Source: an optimization exercise on an open RTL-to-GDS flow (aim: small area). Production flows keep margins and buffers that such runs may drop.
In this exercise RTL edits were held to simulation tests only and were not proved equivalent to the original.
Power figures rest on the tool's default switching activity, not on a simulated workload.

==> flow/design.v <==
module io_top (
  input  logic              clk,
  input  logic              rstn,
  input  logic              rxd,
  output logic              txd,
  output logic [31:0]       instr_wr_addr,
  output logic [31:0]       instr_wr_data,
  output logic              instr_wr_en,
  output logic              core_start,
  input  logic              core_end,
  output logic [31:0]       mem_rd_addr,
  output logic              mem_rd_rd,
  input  logic [31:0]       mem_data,
  input  logic              mem_data_ready
);
  localparam logic [2:0] W_WSTART = 3'd0, W_WEND = 3'd1, W_HEADER = 3'd2, W_PIXEL = 3'd3,
                         W_GAP1 = 3'd4, W_WDATA = 3'd5, W_GAP2 = 3'd6, W_IDLE = 3'd7;
  localparam logic [1:0] LD_LEN = 2'd0, LD_WORD = 2'd1, LD_START = 2'd2, LD_DONE = 2'd3;
  logic [2:0]  wst;         
  logic [3:0]  byte_idx;    
  logic [2:0]  pix_idx;
  logic        push, pop;
  logic [3:0]  fcount;      
  logic        line_end;    
  logic        pix_last;    
  logic        capture;
  logic [1:0]  ld_st;
  logic [1:0]  byte_cnt;
  logic [23:0] wdata;       
  logic [29:0] num_words;   
  logic [29:0] word_idx;
  logic       rxd_meta, rxd_s;
  logic [6:0] rc;
  logic       rx_valid;
  logic [7:0] rx_byte;
  logic       rx_idle, rx_data;
  assign rx_idle  = rc[6] & rc[3] & ~rc[4];
  assign rx_data  = ~rc[6];
  assign rx_valid = rx_idle & rc[0];
  always_ff @(posedge clk) begin
    if (!rstn) begin
      rxd_meta <= 1'b1;
      rxd_s    <= 1'b1;
      rc       <= 7'd72;
    end else begin
      rxd_meta <= rxd;
      rxd_s    <= rxd_meta;
      if (rx_idle)
        rc <= rxd_s ? 7'd72 : 7'd124;
      else if (rc == 7'd127 && rxd_s)
        rc <= 7'd72;
      else if (rc == 7'd71)
        rc <= {6'b100100, rxd_s};
      else
        rc <= rc + 7'd1;
    end
  end
  always_ff @(posedge clk) begin
    if (rx_data && rc[2:0] == 3'd7)
      rx_byte <= {rxd_s, rx_byte[7:1]};
  end
  logic       len_borrow;
  logic [7:0] len_sub;
  logic [8:0] len_diff;
  assign len_sub  = (ld_st != LD_LEN) ? 8'd0 : (byte_cnt == 2'd0) ? 8'd4 : {7'd0, len_borrow};
  assign len_diff = {1'b0, rx_byte} - {1'b0, len_sub};
  always_ff @(posedge clk) begin
    if (!rstn) begin
      ld_st       <= LD_LEN;
      byte_cnt    <= 2'd0;
      word_idx    <= 30'd0;
      instr_wr_en <= 1'b0;
    end else begin
      instr_wr_en <= 1'b0;
      if (instr_wr_en) word_idx <= word_idx + 30'd1;
      if (ld_st == LD_START) ld_st <= LD_DONE;
      if (rx_valid && !ld_st[1]) begin
        byte_cnt <= byte_cnt + 2'd1;
        if (byte_cnt == 2'd3) begin
          if (ld_st == LD_LEN) begin
            ld_st <= len_diff[8] ? LD_START : LD_WORD;
          end else begin
            instr_wr_en <= 1'b1;
            if (word_idx == num_words) ld_st <= LD_START;
          end
        end
      end
    end
  end
  always_ff @(posedge clk) begin
    if (ld_st[1]) begin
      if (capture) wdata <= mem_data[23:0];
    end else if (rx_valid && byte_cnt != 2'd3) begin
      wdata <= {len_diff[7:0], wdata[23:8]};
    end
    if ((rx_valid && byte_cnt == 2'd3 && ld_st == LD_LEN) || rline)
      num_words <= {len_diff[7:0], wdata[23:2]};
    if (rx_valid) len_borrow <= len_diff[8];
  end
  assign core_start    = (ld_st == LD_START);
  assign instr_wr_addr = {word_idx, 2'b00};
  assign instr_wr_data = {rx_byte, wdata};
  assign push        = (fcount != 4'd8) && (wst == W_HEADER || wst == W_PIXEL);
  assign line_end    = push && byte_idx == 4'd11;
  assign pix_last    = line_end && wst == W_PIXEL;
  assign capture     = ((wst == W_GAP1 && byte_idx[0]) || wst == W_WDATA) && mem_data_ready;
  assign mem_rd_rd   = (wst == W_GAP1) && byte_idx[0];
  assign mem_rd_addr = {27'd0, pix_idx, 2'b00};
  always_ff @(posedge clk) begin
    if (!rstn) begin
      wst     <= W_WSTART;
      pix_idx <= 3'd0;
    end else begin
      case (wst)
        W_WSTART: if (core_start) wst <= W_WEND;
        W_WEND:   if (core_end) wst <= W_HEADER;
        W_HEADER: if (line_end) wst <= W_GAP1;
        W_GAP1:   if (capture) wst <= W_GAP2;
                  else if (byte_idx[0]) wst <= W_WDATA;
        W_WDATA:  if (capture) wst <= W_GAP2;
        W_GAP2:   if (byte_idx == 4'd15) wst <= W_PIXEL;
        W_PIXEL: begin
          if (line_end) begin
            pix_idx <= pix_idx + 3'd1;
            wst     <= (pix_idx == 3'd7) ? W_IDLE : W_GAP1;
          end
        end
        default: ;
      endcase
    end
  end
  always_ff @(posedge clk) begin
    if (wst == W_WEND || capture)
      byte_idx <= 4'd13;
    else if (push || wst == W_GAP1 || wst == W_GAP2)
      byte_idx <= byte_idx + 4'd1;
  end
  always_ff @(posedge clk) begin
    if (!rstn)
      fcount <= 4'd0;
    else if (push && !pop)
      fcount <= fcount + 4'd1;
    else if (pop && !push)
      fcount <= fcount - 4'd1;
  end
  logic [6:0] tc;
  logic       tx_idle;
  logic       rpix;
  logic [3:0] rbyte;
  logic       rline;     
  assign tx_idle = tc[6] & tc[3] & ~tc[4];
  assign pop     = tx_idle && (fcount != 4'd0);
  assign rline   = pop && rbyte == 4'd11;
  always_ff @(posedge clk) begin
    if (!rstn) begin
      tc    <= 7'd117;
      rpix  <= 1'b0;
      rbyte <= 4'd12;
    end else begin
      if (tx_idle)
        tc <= pop ? 7'd120 : core_start ? 7'd118 : 7'd72;
      else
        tc <= tc + 7'd1;
      if (pop) begin
        if (rbyte == 4'd11) begin
          rbyte <= 4'd0;
          rpix  <= 1'b1;
        end else begin
          rbyte <= rbyte + 4'd1;
        end
      end
    end
  end
  logic [7:0] chan;
  logic [1:0] hund;
  logic [6:0] rem1;
  logic [3:0] tens, ones, digit;
  logic [7:0] tbyte;
  logic [7:0] const_byte;
  always_comb begin
    if (!rpix)
      chan = rbyte[3] ? 8'd255 : rbyte[2] ? 8'd2 : 8'd4;
    else
      chan = rbyte[3] ? num_words[21:14] : rbyte[2] ? num_words[13:6] : wdata[7:0];
    hund = (chan >= 8'd200) ? 2'd2 : (chan >= 8'd100) ? 2'd1 : 2'd0;
    rem1 = 7'(chan - 8'd100 * hund);
    tens = 4'(rem1 / 7'd10);
    ones = 4'(rem1 % 7'd10);
    case (rbyte[1:0])
      2'd0:    digit = {2'b00, hund};
      2'd1:    digit = tens;
      default: digit = ones;
    endcase
  end
  always_comb begin
    case (rbyte[1:0])
      2'd0:    const_byte = ld_st[1] ? 8'haa : 8'h99;
      2'd1:    const_byte = 8'h50;
      2'd2:    const_byte = 8'h33;
      default: const_byte = 8'h0a;
    endcase
  end
  always_comb begin
    if (rbyte[3:2] == 2'd3)
      tbyte = const_byte;
    else if (rbyte[1:0] != 2'd3)
      tbyte = {4'h3, digit};
    else
      tbyte = rbyte[3] ? 8'h0a : 8'h20;
  end
  assign txd = (tc[6] & tc[5] & tc[4] & tc[3]) ? 1'b0 :
               tc[6] ? 1'b1 : tbyte[tc[5:3]];
endmodule
==> flow/config.mk <==
export PLATFORM = sky130hd
export DESIGN_NAME = io_top
export DESIGN_NICKNAME = io_top
export VERILOG_FILES = /design/flow/design.v
export SDC_FILE = /design/flow/constraint.sdc
export NUM_CORES = 4
export LEC_CHECK = 0
export ABC_AREA = 1
export CAP_MARGIN = 20
export CORE_MARGIN = 2
export CORE_UTILIZATION = 40
export SLEW_MARGIN = 20
==> flow/constraint.sdc <==
create_clock -name core_clock -period 12.0 [get_ports {clk}]
set_input_delay 2.4000 -clock core_clock [delete_from_list [all_inputs] [get_ports {clk}]]
set_output_delay 2.4000 -clock core_clock [all_outputs]
set_load 0.01 [all_outputs]
standard.sh (not shown) runs the stock make flow with config.mk's settings and CLKGATE_MAP_FILE= SYNTH_SCRIPT=/design/flow/synth_recipe.tcl, a recipe that flattens the netlist after the stock synthesis.
==> flow/flow/run.sh <==
#!/bin/bash
# Layout flow: the standard flow with
#  - synthesis that leaves all arithmetic to ABC (no adder cell mapping) and
#    maps it with a deeper area-oriented ABC script; the registers come out
#    exactly as in the standard synthesis, which this script checks, and it
#    falls back to the standard synthesis otherwise,
#  - the smallest buffer on every port,
#  - small clock-tree leaf buffers and no dummy loads,
#  - one tie cell for the constant outputs.
set -euo pipefail
here=$(pwd)
ROOT_BUF=${ROOT_BUF:-sky130_fd_sc_hd__clkbuf_8}

mkdir -p ref
sed "s|WORK_HOME=[^ ]*|WORK_HOME=$here/ref/orfs|" standard.sh > ref/standard_ref.sh
bash ref/standard_ref.sh synth > ref_synth.log 2>&1

# Synthesis with the area-oriented ABC script and no adder cells.
cp -r "$FLOW_HOME/scripts" "$here/scripts_mod"
cp "$here/flow/abc_area.script" "$here/scripts_mod/abc_area.script"
ADDER_MAP_FILE= SCRIPTS_DIR="$here/scripts_mod" bash standard.sh synth > synth.log 2>&1

regs() { grep -oE 'sky130_fd_sc_hd__(e?df[a-z]*|sdf[a-z]*)_[0-9]+ +[^ ]+' "$1" | sed -E 's/_[0-9]+ +/ /' | sort; }
net=orfs/results/sky130hd/io_top/base/1_2_yosys.v
ref=ref/orfs/results/sky130hd/io_top/base/1_2_yosys.v
if ! diff <(regs "$ref") <(regs "$net") > regs_diff.log; then
  echo "registers differ from the standard synthesis; using it instead" | tee -a synth.log
  rm -rf orfs
  bash standard.sh synth > synth_std.log 2>&1
fi

export BUFFER_PORTS_ARGS="-buffer_cell sky130_fd_sc_hd__buf_1"
export CTS_ARGS="-sink_clustering_enable -repair_clock_nets -dont_use_dummy_load -sink_clustering_max_diameter 25 -buf_list sky130_fd_sc_hd__clkbuf_4 -root_buf $ROOT_BUF"
export SKIP_REPAIR_TIE_FANOUT=1
bash standard.sh > layout.log 2>&1
==> flow/flow/abc_area.script <==
strash
&get -n
&deepsyn -T 120 -S 7
&put
balance
rewrite
refactor
balance
rewrite
rewrite -z
balance
refactor -z
rewrite -z
balance
dch -f
amap -F 4 -A 8
topo
Then changed:
==> flow/flow/run.sh (replaced) <==
#!/bin/bash
# Layout flow: the standard flow with
#  - a stronger area-oriented ABC script for the combinational logic
#    (the registers come out of synthesis exactly as in the standard flow,
#    which this script checks),
#  - the smallest buffer on every port,
#  - small clock-tree leaf buffers and no dummy loads.
set -euo pipefail
here=$(pwd)

mkdir -p ref
sed "s|WORK_HOME=[^ ]*|WORK_HOME=$here/ref/orfs|" standard.sh > ref/standard_ref.sh
bash ref/standard_ref.sh synth > ref_synth.log 2>&1

# Synthesis with the area-oriented ABC script.
cp -r "$FLOW_HOME/scripts" "$here/scripts_mod"
cp "$here/flow/abc_area.script" "$here/scripts_mod/abc_area.script"
SCRIPTS_DIR="$here/scripts_mod" bash standard.sh synth > synth.log 2>&1

regs() { grep -oE 'sky130_fd_sc_hd__(e?df[a-z]*|sdf[a-z]*)_[0-9]+ +[^ ]+' "$1" | sed -E 's/_[0-9]+ +/ /' | sort; }
net=orfs/results/sky130hd/io_top/base/1_2_yosys.v
ref=ref/orfs/results/sky130hd/io_top/base/1_2_yosys.v
if ! diff <(regs "$ref") <(regs "$net") > regs_diff.log; then
  echo "registers differ from the standard synthesis; using it instead" | tee -a synth.log
  rm -rf orfs
  bash standard.sh synth > synth_std.log 2>&1
fi

export BUFFER_PORTS_ARGS="-buffer_cell sky130_fd_sc_hd__buf_1"
export CTS_ARGS="-sink_clustering_enable -repair_clock_nets -dont_use_dummy_load -sink_clustering_max_diameter 25 -buf_list sky130_fd_sc_hd__clkbuf_4 -root_buf sky130_fd_sc_hd__clkbuf_16"
bash standard.sh > layout.log 2>&1
==> flow/flow/abc_area.script (replaced) <==
strash
balance
rewrite
refactor
balance
rewrite
rewrite -z
balance
refactor -z
rewrite -z
balance
balance
rewrite
refactor
balance
rewrite
rewrite -z
balance
refactor -z
rewrite -z
balance
dch -f
amap -F 4 -A 8
topo
Effect:
- design area rises by 12%
- clock power goes up by about 6%
- via count goes up by 10%
- hold slack gets worse by 0.020 ns
- total power rises by 14%
- sequential share of layout area shrinks by 5.1 points
- routed wire length goes up by 3.3%
- die area climbs by 10%

* * *

RTL: the design.v shown in full above, as it stands there.
clock: 12.0 ns
lec_check: 0
abc_area: 1
cap_margin: 20
core_margin: 2
core_utilization: 40
slew_margin: 20
==> flow/flow/run.sh <==
#!/bin/bash
# Layout flow: the standard flow with
#  - synthesis that leaves all arithmetic to ABC (no adder cell mapping) and
#    maps it with a deeper area-oriented ABC script; the registers come out
#    exactly as in the standard synthesis, which this script checks, and it
#    falls back to the standard synthesis otherwise,
#  - the smallest buffer on every port,
#  - small clock-tree leaf buffers and no dummy loads,
#  - one tie cell for the constant outputs.
set -euo pipefail
here=$(pwd)
ROOT_BUF=${ROOT_BUF:-sky130_fd_sc_hd__clkbuf_16}

mkdir -p ref
sed "s|WORK_HOME=[^ ]*|WORK_HOME=$here/ref/orfs|" standard.sh > ref/standard_ref.sh
bash ref/standard_ref.sh synth > ref_synth.log 2>&1

# Synthesis with the area-oriented ABC script and no adder cells.
cp -r "$FLOW_HOME/scripts" "$here/scripts_mod"
cp "$here/flow/abc_area.script" "$here/scripts_mod/abc_area.script"
ADDER_MAP_FILE= SCRIPTS_DIR="$here/scripts_mod" bash standard.sh synth > synth.log 2>&1

regs() { grep -oE 'sky130_fd_sc_hd__(e?df[a-z]*|sdf[a-z]*)_[0-9]+ +[^ ]+' "$1" | sed -E 's/_[0-9]+ +/ /' | sort; }
net=orfs/results/sky130hd/io_top/base/1_2_yosys.v
ref=ref/orfs/results/sky130hd/io_top/base/1_2_yosys.v
if ! diff <(regs "$ref") <(regs "$net") > regs_diff.log; then
  echo "registers differ from the standard synthesis; using it instead" | tee -a synth.log
  rm -rf orfs
  bash standard.sh synth > synth_std.log 2>&1
fi

export BUFFER_PORTS_ARGS="-buffer_cell sky130_fd_sc_hd__buf_1"
export CTS_ARGS="-sink_clustering_enable -repair_clock_nets -dont_use_dummy_load -sink_clustering_max_diameter 25 -buf_list sky130_fd_sc_hd__clkbuf_4 -root_buf $ROOT_BUF"
export SKIP_REPAIR_TIE_FANOUT=1
bash standard.sh > layout.log 2>&1
==> flow/flow/abc_area.script <==
strash
&get -n
&deepsyn -T 120 -S 7
&put
balance
rewrite
refactor
balance
rewrite
rewrite -z
balance
refactor -z
rewrite -z
balance
dch -f
amap -F 4 -A 8
topo
Change:
--- a/flow/flow/run.sh
+++ b/flow/flow/run.sh
@@ -3,4 +3,3 @@
-#  - synthesis that leaves all arithmetic to ABC (no adder cell mapping) and
-#    maps it with a deeper area-oriented ABC script; the registers come out
-#    exactly as in the standard synthesis, which this script checks, and it
-#    falls back to the standard synthesis otherwise,
+#  - a stronger area-oriented ABC script for the combinational logic
+#    (the registers come out of synthesis exactly as in the standard flow,
+#    which this script checks),
@@ -8,2 +7 @@
-#  - small clock-tree leaf buffers and no dummy loads,
-#  - one tie cell for the constant outputs.
+#  - small clock-tree leaf buffers and no dummy loads.
@@ -12 +9,0 @@
-ROOT_BUF=${ROOT_BUF:-sky130_fd_sc_hd__clkbuf_16}
@@ -18 +15 @@
-# Synthesis with the area-oriented ABC script and no adder cells.
+# Synthesis with the area-oriented ABC script.
@@ -21 +18 @@
-ADDER_MAP_FILE= SCRIPTS_DIR="$here/scripts_mod" bash standard.sh synth > synth.log 2>&1
+SCRIPTS_DIR="$here/scripts_mod" bash standard.sh synth > synth.log 2>&1
@@ -33 +30 @@
-export CTS_ARGS="-sink_clustering_enable -repair_clock_nets -dont_use_dummy_load -sink_clustering_max_diameter 25 -buf_list sky130_fd_sc_hd__clkbuf_4 -root_buf $ROOT_BUF"
+export CTS_ARGS="-sink_clustering_enable -repair_clock_nets -dont_use_dummy_load -buf_list sky130_fd_sc_hd__clkbuf_8 -root_buf sky130_fd_sc_hd__clkbuf_8"
==> flow/flow/abc_area.script (replaced) <==
strash
balance
rewrite
refactor
balance
rewrite
rewrite -z
balance
refactor -z
rewrite -z
balance
balance
rewrite
refactor
balance
rewrite
rewrite -z
balance
refactor -z
rewrite -z
balance
dch -f
amap -F 4 -A 8
topo
Outcome: The changed run passed the timing, DRC and antenna checks. Worst hold slack got worse by 0.029 ns. Maximum frequency shrinks by 22%. Sequential share of layout area decreases by 4.9 points. Via count grows by 8.2%. Total power went up by 21%. Utilization grows by 0.63 points. Setup slack is worse by 2.3 ns. Routed wire length went up by 3.1%. Final cell count rose by 10%. Sequential cell count does not change.
Change:
--- a/flow/flow/run.sh
+++ b/flow/flow/run.sh
@@ -30,2 +30 @@
-export CTS_ARGS="-sink_clustering_enable -repair_clock_nets -dont_use_dummy_load -buf_list sky130_fd_sc_hd__clkbuf_8 -root_buf sky130_fd_sc_hd__clkbuf_8"
-export SKIP_REPAIR_TIE_FANOUT=1
+export CTS_ARGS="-sink_clustering_enable -repair_clock_nets -dont_use_dummy_load -buf_list {sky130_fd_sc_hd__clkbuf_4 sky130_fd_sc_hd__clkbuf_8} -root_buf sky130_fd_sc_hd__clkbuf_16"
What happened: Fmax is higher by 1.6%; utilization is higher by 0.75 points; clock power is higher by about 4%; clock-buffer cell count stays the same; setup slack improves by 0.17 ns; register-to-register slack improves by 0.03 ns.

## re-timing with driven ports
The flow's constraints put no driver on any port. The routed layouts listed below were extracted and timed again, unchanged, in two steps. Step 1 sets driving cells, clkbuf_16 on the clock port and buf_2 on the other inputs (assumed; they add their load-dependent delay and slew). Step 2 adds t to the input delays and takes it off the output delays; t is the mean of the earliest and latest rising clock arrival at the registers after step 1. Input paths then give back, and output paths get back, about the clock's delay inside the block. Slacks: ideal ports / drivers / drivers and shift; pairs: ideal ports / drivers.
run | t (ns) | slack for setup (ns) | worst setup path after step 2 | worst register clock-pin slew, ns
the first run of note 1 | 0.427 | 3.728 / 3.691 / 4.118 | register to output | 0.12 / 0.12
the second run of note 1 | 0.391 | 1.650 / 1.608 / 2.000 | register to output | 0.11 / 0.11
the first run of note 2 | 0.380 | 3.787 / 3.748 / 4.127 | register to output | 0.11 / 0.11
the second run of note 2 | 0.466 | 1.482 / 1.445 / 1.911 | register to output | 0.07 / 0.07
the third run of note 2 | 0.400 | 1.649 / 1.607 / 2.007 | register to output | 0.07 / 0.07
After both steps every run listed still meets setup and hold.
